What follows belongs to an exercise in optimizing a design on an open flow for small area; a production flow would make more cautious choices. The RTL was checked by simulation tests, not by an equivalence proof against the original design. Power is estimated from default activity; no workload was simulated.

Design rv_core, start of the top module:
module rv_core (
    input  logic        clk,
    input  logic        reset,
    output logic [31:0] instr_addr,
    input  logic [31:0] instr_data,
    output logic        wb_valid,
    output logic [4:0]  wb_rd,
    output logic [31:0] wb_data
);
    logic [2:0]  phase;
    logic        rot;       
    logic        clr;       
    logic [9:0]  pc;        
    logic [31:0] T;         
    logic [7:0]  X;         
    logic        carry;
    logic        flag;
    logic        wbv;
    logic [4:0]  wbrd;
    logic [31*32-1:0] rf;   
    logic [64*32-1:0] dm;
    logic [6:0] opc;
    logic [4:0] rd, rs1, rs2;
    logic [2:0] f3;
    assign opc = instr_data[6:0];
    assign rd  = instr_data[11:7];
    assign f3  = instr_data[14:12];
    assign rs1 = instr_data[19:15];
    assign rs2 = instr_data[24:20];
    logic is_r, is_i, is_ld, is_st, is_br, is_alu;
    logic op_sll, op_srl, op_slt, op_sub, two_rot, wr_rd;
    assign is_r   = (opc == 7'b0110011);
    assign is_i   = (opc == 7'b0010011);
    assign is_ld  = (opc == 7'b0000011);
    assign is_st  = (opc == 7'b0100011);
    assign is_br  = (opc == 7'b1100011);
    assign is_alu = is_r | is_i;
    assign op_sll = is_alu & (f3 == 3'b001);
    assign op_srl = is_alu & (f3 == 3'b101);
    assign op_slt = is_alu & (f3 == 3'b010);
    assign op_sub = (is_r & (f3 == 3'b000) & instr_data[30]) | op_slt;
    assign two_rot = op_sll | op_srl | op_slt | is_ld | is_st;
    assign wr_rd  = (is_alu | is_ld) & (rd != 5'd0);
    logic [31:0] imm;
    logic [3:0]  I;
    assign imm = is_st ? {{20{instr_data[31]}}, instr_data[31:25], instr_data[11:7]}
                       : {{20{instr_data[31]}}, instr_data[31:20]};
    assign I = imm[{phase, 2'b00} +: 4];
    logic [31:0][3:0] rhead;
    logic [63:0][3:0] mhead;
    always_comb begin
        rhead[0] = 4'd0;
        for (int k = 1; k < 32; k++) rhead[k] = rf[(k-1)*32 +: 4];
        for (int k = 0; k < 64; k++) mhead[k] = dm[k*32 +: 4];
    end
    logic [4:0] baddr;
    logic [3:0] A, B, M, OPB;
    assign baddr = (op_sll & rot) ? rd : rs2;
    assign A   = rhead[rs1];
    assign B   = rhead[baddr];
  ...
export LEC_CHECK = 0
export CAP_MARGIN = 20
export CORE_MARGIN = 2
export CORE_UTILIZATION = 40
export SLEW_MARGIN = 20
create_clock -name core_clock -period 10.0 [get_ports {clk}]
run.sh (not shown) runs the stock make flow with config.mk's settings and CLKGATE_MAP_FILE= SYNTH_SCRIPT=/design/flow/synth_recipe.tcl, a recipe that flattens the netlist after the stock synthesis.
Rerun with:
ABC_AREA = 1   (was unset)
CORE_UTILIZATION = 70   (was 40)
CTS_BUF_LIST = sky130_fd_sc_hd__clkbuf_4   (was unset)
CTS_CLUSTER_SIZE = 14   (was unset)
The changed run went through all stages and came out clean.
First-iteration DRC count rose by 81%.
Via count rose by 19%.
Power fell by 5.0%.
Die area fell by 43%.
Clock skew rose by 0.027 ns.
Rerun with:
CTS_BUF_LIST = sky130_fd_sc_hd__clkbuf_8   (was sky130_fd_sc_hd__clkbuf_4)
CTS_CLUSTER_SIZE = 24   (was 14)
=>
- The changed run ran to the end with no violations
- core utilization drops by 0.22 points
- hold slack improved by 0.021 ns
- cell area barely changes
- wire length increases slightly
- total power drops slightly
- via count is lower by a few percent
- final cell count fell by a few percent
- synthesized cell count is unchanged

========
## wip/willow
The RTL this note starts from:
==> flow/design.v <==
`timescale 1ns/1ns
package rv_pkg;
    localparam int XLEN        = 32;
    localparam int REG_ADDR_W  = 5;
    localparam int DMEM_WORDS  = 64;
    localparam int DMEM_ADDR_W = $clog2(DMEM_WORDS);
    typedef logic [XLEN-1:0]       word_t;
    typedef logic [REG_ADDR_W-1:0] reg_addr_t;
    typedef enum logic [6:0] {
        OP_REG    = 7'b0110011,
        OP_IMM    = 7'b0010011,
        OP_LOAD   = 7'b0000011,
        OP_STORE  = 7'b0100011,
        OP_BRANCH = 7'b1100011
    } opcode_e;
    typedef enum logic [3:0] {
        ALU_ADD = 4'd0,
        ALU_SUB = 4'd1,
        ALU_AND = 4'd2,
        ALU_OR  = 4'd3,
        ALU_XOR = 4'd4,
        ALU_SLT = 4'd5,
        ALU_SLL = 4'd6,
        ALU_SRL = 4'd7
    } alu_op_e;
    localparam word_t NOP_INSTR = 32'h0000_0013;
endpackage
`timescale 1ns/1ns
`timescale 1ns/1ns
`timescale 1ns/1ns
`timescale 1ns/1ns
`timescale 1ns/1ns
module rv_core (
    input  logic        clk,
    input  logic        reset,
    output logic [31:0] instr_addr,
    input  logic [31:0] instr_data,
    output logic        wb_valid,
    output logic [4:0]  wb_rd,
    output logic [31:0] wb_data
);
    logic [2:0]  phase;
    logic        rot;       
    logic        clr;       
    logic [9:0]  pc;        
    logic [31:0] T;         
    logic [7:0]  X;         
    logic        carry;
    logic        flag;
    logic        wbv;
    logic [4:0]  wbrd;
    logic [31*32-1:0] rf;   
    logic L, hp;
    assign hp = (phase == 3'd7) ? L : ~L;
    logic [64*32-1:0] dm;
    logic [6:0] opc;
    logic [4:0] rd, rs1, rs2;
    logic [2:0] f3;
    assign opc = instr_data[6:0];
    assign rd  = instr_data[11:7];
    assign f3  = instr_data[14:12];
    assign rs1 = instr_data[19:15];
    assign rs2 = instr_data[24:20];
    logic is_r, is_i, is_ld, is_st, is_br, is_alu;
    logic op_sll, op_srl, op_slt, op_sub, two_rot, wr_rd;
    assign is_r   = (opc == 7'b0110011);
    assign is_i   = (opc == 7'b0010011);
    assign is_ld  = (opc == 7'b0000011);
    assign is_st  = (opc == 7'b0100011);
    assign is_br  = (opc == 7'b1100011);
    assign is_alu = is_r | is_i;
    assign op_sll = is_alu & (f3 == 3'b001);
    assign op_srl = is_alu & (f3 == 3'b101);
    assign op_slt = is_alu & (f3 == 3'b010);
    assign op_sub = (is_r & (f3 == 3'b000) & instr_data[30]) | op_slt;
    assign two_rot = op_sll | op_srl | op_slt | is_ld | is_st;
    assign wr_rd  = (is_alu | is_ld) & (rd != 5'd0);
    logic [31:0] imm;
    logic [3:0]  I;
    assign imm = is_st ? {{20{instr_data[31]}}, instr_data[31:25], instr_data[11:7]}
                       : {{20{instr_data[31]}}, instr_data[31:20]};
    assign I = imm[{phase, 2'b00} +: 4];
    logic [31:0][3:0] rhead;
    logic [63:0][3:0] mhead;
    always_comb begin
        rhead[0] = {4{hp}};
        for (int k = 1; k < 32; k++) rhead[k] = rf[(k-1)*32 +: 4];
        for (int k = 0; k < 64; k++) mhead[k] = dm[k*32 +: 4];
    end
    logic [4:0] baddr;
    logic [3:0] A, B, M, OPB;
    assign baddr = (op_sll & rot) ? rd : rs2;
    assign A   = rhead[rs1] ^ {4{hp}};
    assign B   = rhead[baddr] ^ {4{hp}};
    assign M   = mhead[X[7:2]] ^ {4{hp}};
    assign OPB = is_r ? B : I;
    logic [3:0] bb, sum;
    logic       cin, cout;
    assign bb  = op_sub ? ~OPB : OPB;
    assign cin = (phase == 3'd0) ? op_sub : carry;
    assign {cout, sum} = {1'b0, A} + {1'b0, bb} + {4'd0, cin};
    logic lt, neq, acc, taken;
    assign lt    = (A[3] ^ OPB[3]) ? A[3] : sum[3];
    assign neq   = (A != B);
    assign acc   = ((phase == 3'd0) ? 1'b0 : flag) | neq;
    assign taken = is_br & (acc ^ ~f3[0]);
    logic [4:0]  s, t;
    logic [31:0] V;
    logic [3:0]  rot4, sh;
    assign s   = {(phase == 3'd1 && !rot) ? OPB[0] : X[4], X[3:0]};
    assign t   = op_sll ? (5'd0 - s) : s;
    assign V   = {T[31:4], op_sll ? A : T[3:0]};
    logic [18:0] S4;
    logic [10:0] S3;
    logic [6:0]  S2;
    logic [4:0]  S1;
    always_comb begin
        for (int k = 0; k < 19; k++) S4[k] = t[4] ? V[(k + 16) % 32] : V[k];
        for (int k = 0; k < 11; k++) S3[k] = t[3] ? S4[k + 8] : S4[k];
        for (int k = 0; k < 7; k++)  S2[k] = t[2] ? S3[k + 4] : S3[k];
        for (int k = 0; k < 5; k++)  S1[k] = t[1] ? S2[k + 2] : S2[k];
        for (int k = 0; k < 4; k++)  rot4[k] = t[0] ? S1[k + 1] : S1[k];
    end
    logic [3:0] qp;
    logic       le7, le6, pge, pgt;
    logic [3:0] keep;
    assign qp  = {1'b0, s[4:2]} + {1'b0, phase};
    assign le7 = ~qp[3];
    assign le6 = ~qp[3] & (qp[2:0] != 3'd7);
    assign pge = (phase >= s[4:2]);
    assign pgt = (phase >  s[4:2]);
    always_comb begin
        for (int i = 0; i < 4; i++) begin
            if (op_sll) keep[i] = (2'(i) >= s[1:0]) ? pge : pgt;
            else        keep[i] = ((3'(i) + {1'b0, s[1:0]}) >= 3'd4) ? le6 : le7;
        end
    end
    assign sh = rot4 & keep;
    logic [3:0] R;
    always_comb begin
        if (is_ld)                R = M;
        else if (is_st)           R = B;
        else if (op_sll | op_srl) R = sh;
        else if (op_slt)          R = {3'b000, flag & (phase == 3'd0)};
        else begin
            case (f3)
                3'b100:  R = A ^ OPB;
                3'b110:  R = A | OPB;
                3'b111:  R = A & OPB;
                default: R = sum;
            endcase
        end
    end
    logic rd_time, reg_we, mem_we;
    always_comb begin
        if (op_sll)                   rd_time = rot ? (phase == 3'd0) : (phase != 3'd0);
        else if (two_rot)             rd_time = rot;
        else                          rd_time = !rot;
    end
    assign reg_we = wr_rd & rd_time & ~clr;
    assign mem_we = is_st & rot & ~clr;
    logic [3:0] Wq;
    logic [4:0] rdq;
    logic       rwq, mwq, clrq;
    always_ff @(posedge clk) begin
        Wq   <= (clr ? 4'd0 : R) ^ {4{~(L ^ (phase == 3'd7))}};
        rdq  <= rd;
        rwq  <= reg_we;
        mwq  <= mem_we;
        clrq <= clr;
    end
    genvar g;
    generate
        for (g = 1; g < 32; g++) begin : g_rf
            logic we;
            logic [31:0] r;
            assign we = clrq | (rwq & (rdq == 5'(g)));
            always_ff @(posedge clk)
                r <= {r[3:0], ~(we ? Wq : r[31:28]), r[27:4]};
            assign rf[(g-1)*32 +: 32] = r;
        end
        for (g = 0; g < 64; g++) begin : g_dm
            logic we;
            logic [31:0] r;
            assign we = clrq | (mwq & (X[7:2] == 6'(g)));
            always_ff @(posedge clk)
                r <= {r[3:0], ~(we ? Wq : r[31:28]), r[27:4]};
            assign dm[g*32 +: 32] = r;
        end
    endgenerate
    logic [3:0] ttail;
    assign ttail = ((op_sll | op_srl) & !rot) ? A :
                   (op_sll & rot & (phase != 3'd0)) ? B : R;
    logic last;
    assign last = (phase == 3'd7) & (rot | ~two_rot) & ~clr;
    logic [9:0] pc_next;
    assign pc_next = pc + (taken ? {instr_data[7], instr_data[30:25], instr_data[11:9]} : 10'd1);
    always_ff @(posedge clk) begin
        T    <= {ttail, T[31:4]};
        wbrd <= rd;
        carry <= cout;
        if (is_br)               flag <= acc;
        else if (phase == 3'd7)  flag <= lt;
        if (!rot && phase == 3'd0) X[3:0] <= (is_ld | is_st) ? sum : OPB;
        if (!rot && phase == 3'd1) X[7:4] <= (is_ld | is_st) ? sum : OPB;
    end
    always_ff @(posedge clk) begin
        if (reset) begin
            phase <= 3'd0;
            rot   <= 1'b0;
            clr   <= 1'b1;
            pc    <= 10'd0;
            wbv   <= 1'b0;
            L     <= 1'b0;
        end else begin
            phase <= phase + 3'd1;
            L     <= L ^ (phase == 3'd7);
            wbv   <= last & wr_rd;
            if (clr) begin
                if (phase == 3'd7) clr <= 1'b0;
            end else begin
                if (phase == 3'd7) rot <= two_rot & ~rot;
                if (last) pc <= pc_next;
            end
        end
    end
    assign instr_addr = {20'd0, pc, 2'b00};
    assign wb_valid   = wbv;
    assign wb_rd      = wbrd;
    assign wb_data    = T;
endmodule
==> flow/config.mk <==
export PLATFORM = sky130hd
export DESIGN_NAME = rv_core
export DESIGN_NICKNAME = rv_core
export VERILOG_FILES = /design/flow/design.v
export SDC_FILE = /design/flow/constraint.sdc
export NUM_CORES = 4
export LEC_CHECK = 0
export ABC_AREA = 1
export CAP_MARGIN = 20
export CORE_MARGIN = 2
export CORE_UTILIZATION = 72
export SLEW_MARGIN = 20
==> flow/constraint.sdc <==
create_clock -name core_clock -period 10.0 [get_ports {clk}]
set_input_delay 2.0000 -clock core_clock [delete_from_list [all_inputs] [get_ports {clk}]]
set_output_delay 2.0000 -clock core_clock [all_outputs]
set_load 0.01 [all_outputs]
standard.sh (not shown) runs the stock make flow with config.mk's settings and CLKGATE_MAP_FILE= SYNTH_SCRIPT=/design/flow/synth_recipe.tcl, a recipe that flattens the netlist after the stock synthesis.
==> flow/flow/run.sh <==
#!/bin/bash
# Own layout flow: the standard flow (standard.sh) with these changes.
#  1. Synthesis: the standard flow's own synthesis script, with ABC's mapping script
#     replaced by flow/area.abc (area-oriented), and adders left to ABC
#     (no extract_fa). Registers are untouched.
#  2. Port buffers: the smallest buffer cell.
#  3. CTS: clkbuf_8 sink clusters and no dummy loads. The clusters start
#     large; if the finished layout's largest flip-flop clock-pin slew is
#     above SLEW_OK_PS, CTS and routing are redone with smaller clusters.
# Each tool's output goes to its own log in this folder and in orfs/logs.
set -euo pipefail
W=$PWD
SLEW_OK_PS=118
{ cat "$W/flow/abc_override.tcl"; cat "$W/synth_recipe.tcl"; } > "$W/my_synth.tcl"
export MY_ABC_SCRIPT="$W/flow/area.abc"
export BUFFER_PORTS_ARGS="-buffer_cell sky130_fd_sc_hd__buf_1"
export RES="$W/orfs/results/$FLOW_PLATFORM/rv_core/base"
export LIB="$FLOW_HOME/platforms/$FLOW_PLATFORM/lib/sky130_fd_sc_hd__tt_025C_1v80.lib"
CTS_BASE="-sink_clustering_enable -repair_clock_nets -dont_use_dummy_load -buf_list sky130_fd_sc_hd__clkbuf_8"
LADDER=("-sink_clustering_size 20 -sink_clustering_max_diameter 60"
        "-sink_clustering_size 18 -sink_clustering_max_diameter 55"
        "-sink_clustering_size 17 -sink_clustering_max_diameter 50"
        "-sink_clustering_size 16 -sink_clustering_max_diameter 50"
        "-sink_clustering_size 12 -sink_clustering_max_diameter 40")
for i in 0 1 2 3 4; do
  export CTS_ARGS="$CTS_BASE ${LADDER[$i]}"
  if [[ $i -gt 0 ]]; then
    bash "$W/standard.sh" SYNTH_SCRIPT="$W/my_synth.tcl" clean_cts clean_route clean_finish > "$W/clean_$i.log" 2>&1
  fi
  bash "$W/standard.sh" SYNTH_SCRIPT="$W/my_synth.tcl" finish > "$W/standard_$i.log" 2>&1
  openroad -no_init -exit "$W/flow/clk_slew.tcl" > "$W/clk_slew_$i.log" 2>&1 || true
  slew=$(awk '/^CLKSLEW_PS/ {print $2}' "$W/clk_slew_$i.log")
  echo "attempt $i: CTS_ARGS=$CTS_ARGS clock-pin slew ${slew:-unknown} ps"
  if [[ -n "$slew" ]] && awk -v s="$slew" -v ok="$SLEW_OK_PS" 'BEGIN { exit !(s <= ok) }'; then
    break
  fi
done
==> flow/flow/clk_slew.tcl <==
# Largest slew at any flip-flop clock pin of the finished layout, in ps,
# with the parasitics ORFS extracted in its finish step.
set R $::env(RES)
read_liberty $::env(LIB)
read_db $R/6_final.odb
read_sdc $R/6_final.sdc
read_spef $R/6_final.spef
set mx 0
foreach p [get_pins -hierarchical */CLK] {
  set s [get_property $p slew_max]
  if {$s > $mx} { set mx $s }
}
puts "CLKSLEW_PS [expr {$mx * 1000.0}]"
Other scripts of this flow, unchanged in this note and not shown: flow/flow/abc_override.tcl, flow/flow/area.abc
No stage failed in wip/willow, and the final checks on the layout all came back clean.
#### Input delta (wip/yarrow over wip/willow)
--- a/flow/flow/run.sh
+++ b/flow/flow/run.sh
@@ -19,3 +19,3 @@
 CTS_BASE="-sink_clustering_enable -repair_clock_nets -dont_use_dummy_load -buf_list sky130_fd_sc_hd__clkbuf_8"
-LADDER=("-sink_clustering_size 20 -sink_clustering_max_diameter 60"
+LADDER=("-sink_clustering_size 20 -sink_clustering_max_diameter 50"
         "-sink_clustering_size 18 -sink_clustering_max_diameter 55"
Findings:
Diff wip/willow -> wip/yarrow: clock tree buffer count of the final layout now smaller, met1 usage in global routing has remained practically unchanged, global-route usage now sits at about the same level. wip/yarrow leaves more setup margin than wip/willow. Comparing clock skew for wip/willow and wip/yarrow, the smaller number came from wip/willow. Fraction of power consumed by the clock network: lower on wip/yarrow. Summary — final antenna diode count, wip/yarrow relative to wip/willow: higher, by 2. The lower met1 layer wirelength in the final routing of wip/willow and wip/yarrow is in wip/willow. Comparing wip/willow and wip/yarrow, the lower met3 capacity usage during global routing is on wip/yarrow. Going from wip/willow to wip/yarrow, final HPWL from detailed placement stayed essentially flat, clock distribution area overhead in the final layout fell by 0.23 points.
diff inputs: wip/yarrow => wip/sierra
==> flow/flow/run.sh <==
#!/bin/bash
# Own layout flow: the standard flow (standard.sh) with two changes.
#  1. Synthesis: the standard flow's own synthesis script, with ABC's mapping script
#     replaced by flow/area.abc (area-oriented), and adders left to ABC
#     (no extract_fa). Registers are untouched.
#  2. CTS: larger sink clusters and no dummy loads.
#  3. Port buffers: the smallest buffer cell.
# Each tool's output goes to its own log in this folder and in orfs/logs.
set -euo pipefail
W=$PWD
{ cat "$W/flow/abc_override.tcl"; cat "$W/synth_recipe.tcl"; } > "$W/my_synth.tcl"
export MY_ABC_SCRIPT="$W/flow/area.abc"
export BUFFER_PORTS_ARGS="-buffer_cell sky130_fd_sc_hd__buf_1"
export CTS_ARGS="-sink_clustering_enable -repair_clock_nets -dont_use_dummy_load -sink_clustering_size 20 -sink_clustering_max_diameter 60 -buf_list sky130_fd_sc_hd__clkbuf_8"
bash "$W/standard.sh" SYNTH_SCRIPT="$W/my_synth.tcl" finish > "$W/standard.log" 2>&1
removed: flow/flow/clk_slew.tcl
Notes after the runs:
wip/sierra: no failed stages, no open violations at the end. wip/sierra — clock tree buffer count of the final layout 5 lower, wip/yarrow as reference. In terms of worst hold margin, wip/yarrow and wip/sierra differ only marginally. The maximum achievable frequency of wip/sierra is higher than that of wip/yarrow. Between wip/sierra and wip/yarrow, the leakage component of the power does not differ in any meaningful way. Diff wip/yarrow -> wip/sierra: worst setup slack increased by 0.16 ns relative to the old numbers; total length of routed met3 wires increased by 3.0% relative to the old numbers; area fraction in compound gates after synthesis closely matched the old numbers; part of the total power dissipated in the clock network decreased by 0.2 points relative to the old numbers. wip/yarrow and wip/sierra ended up with nearly the same met3 layer usage reported by global route. Internal power summed over all cells delta (wip/yarrow -> wip/sierra): insignificant.

## afterwards: timing with drivers on the ports
Ports are ideal in the flow. The routed layouts listed here were re-timed in OpenROAD. Step 1, drivers: a clkbuf_16 drives clk and a buf_2 each remaining input, both assumed. Step 2 also shifts input and output timing later by t, the mid clock arrival at the registers, as if the neighbouring blocks saw the same clock. Three values: no drivers, after step 1, after step 2; two values: the first two.
run	shift t [ns]	setup slack, ns	slew at the worst register clock pin (ns)
the first run of note 1	0.962	1.692 / 1.748 / 0.786	0.07 / 0.07
the second run of note 1	1.324	2.783 / 2.826 / 1.502	0.08 / 0.08
the third run of note 1	1.054	2.473 / 2.523 / 1.469	0.08 / 0.08
wip/willow	0.912	0.986 / 1.030 / 0.117	0.11 / 0.11
wip/yarrow	0.900	1.006 / 1.051 / 0.151	0.12 / 0.12
wip/sierra	0.898	1.163 / 1.207 / 0.308	0.13 / 0.13
After both steps every run listed still meets setup and hold. The setup slack of the second run of note 1, which loses most, moves by +0.043 ns with the drivers and by -1.281 ns with both steps.
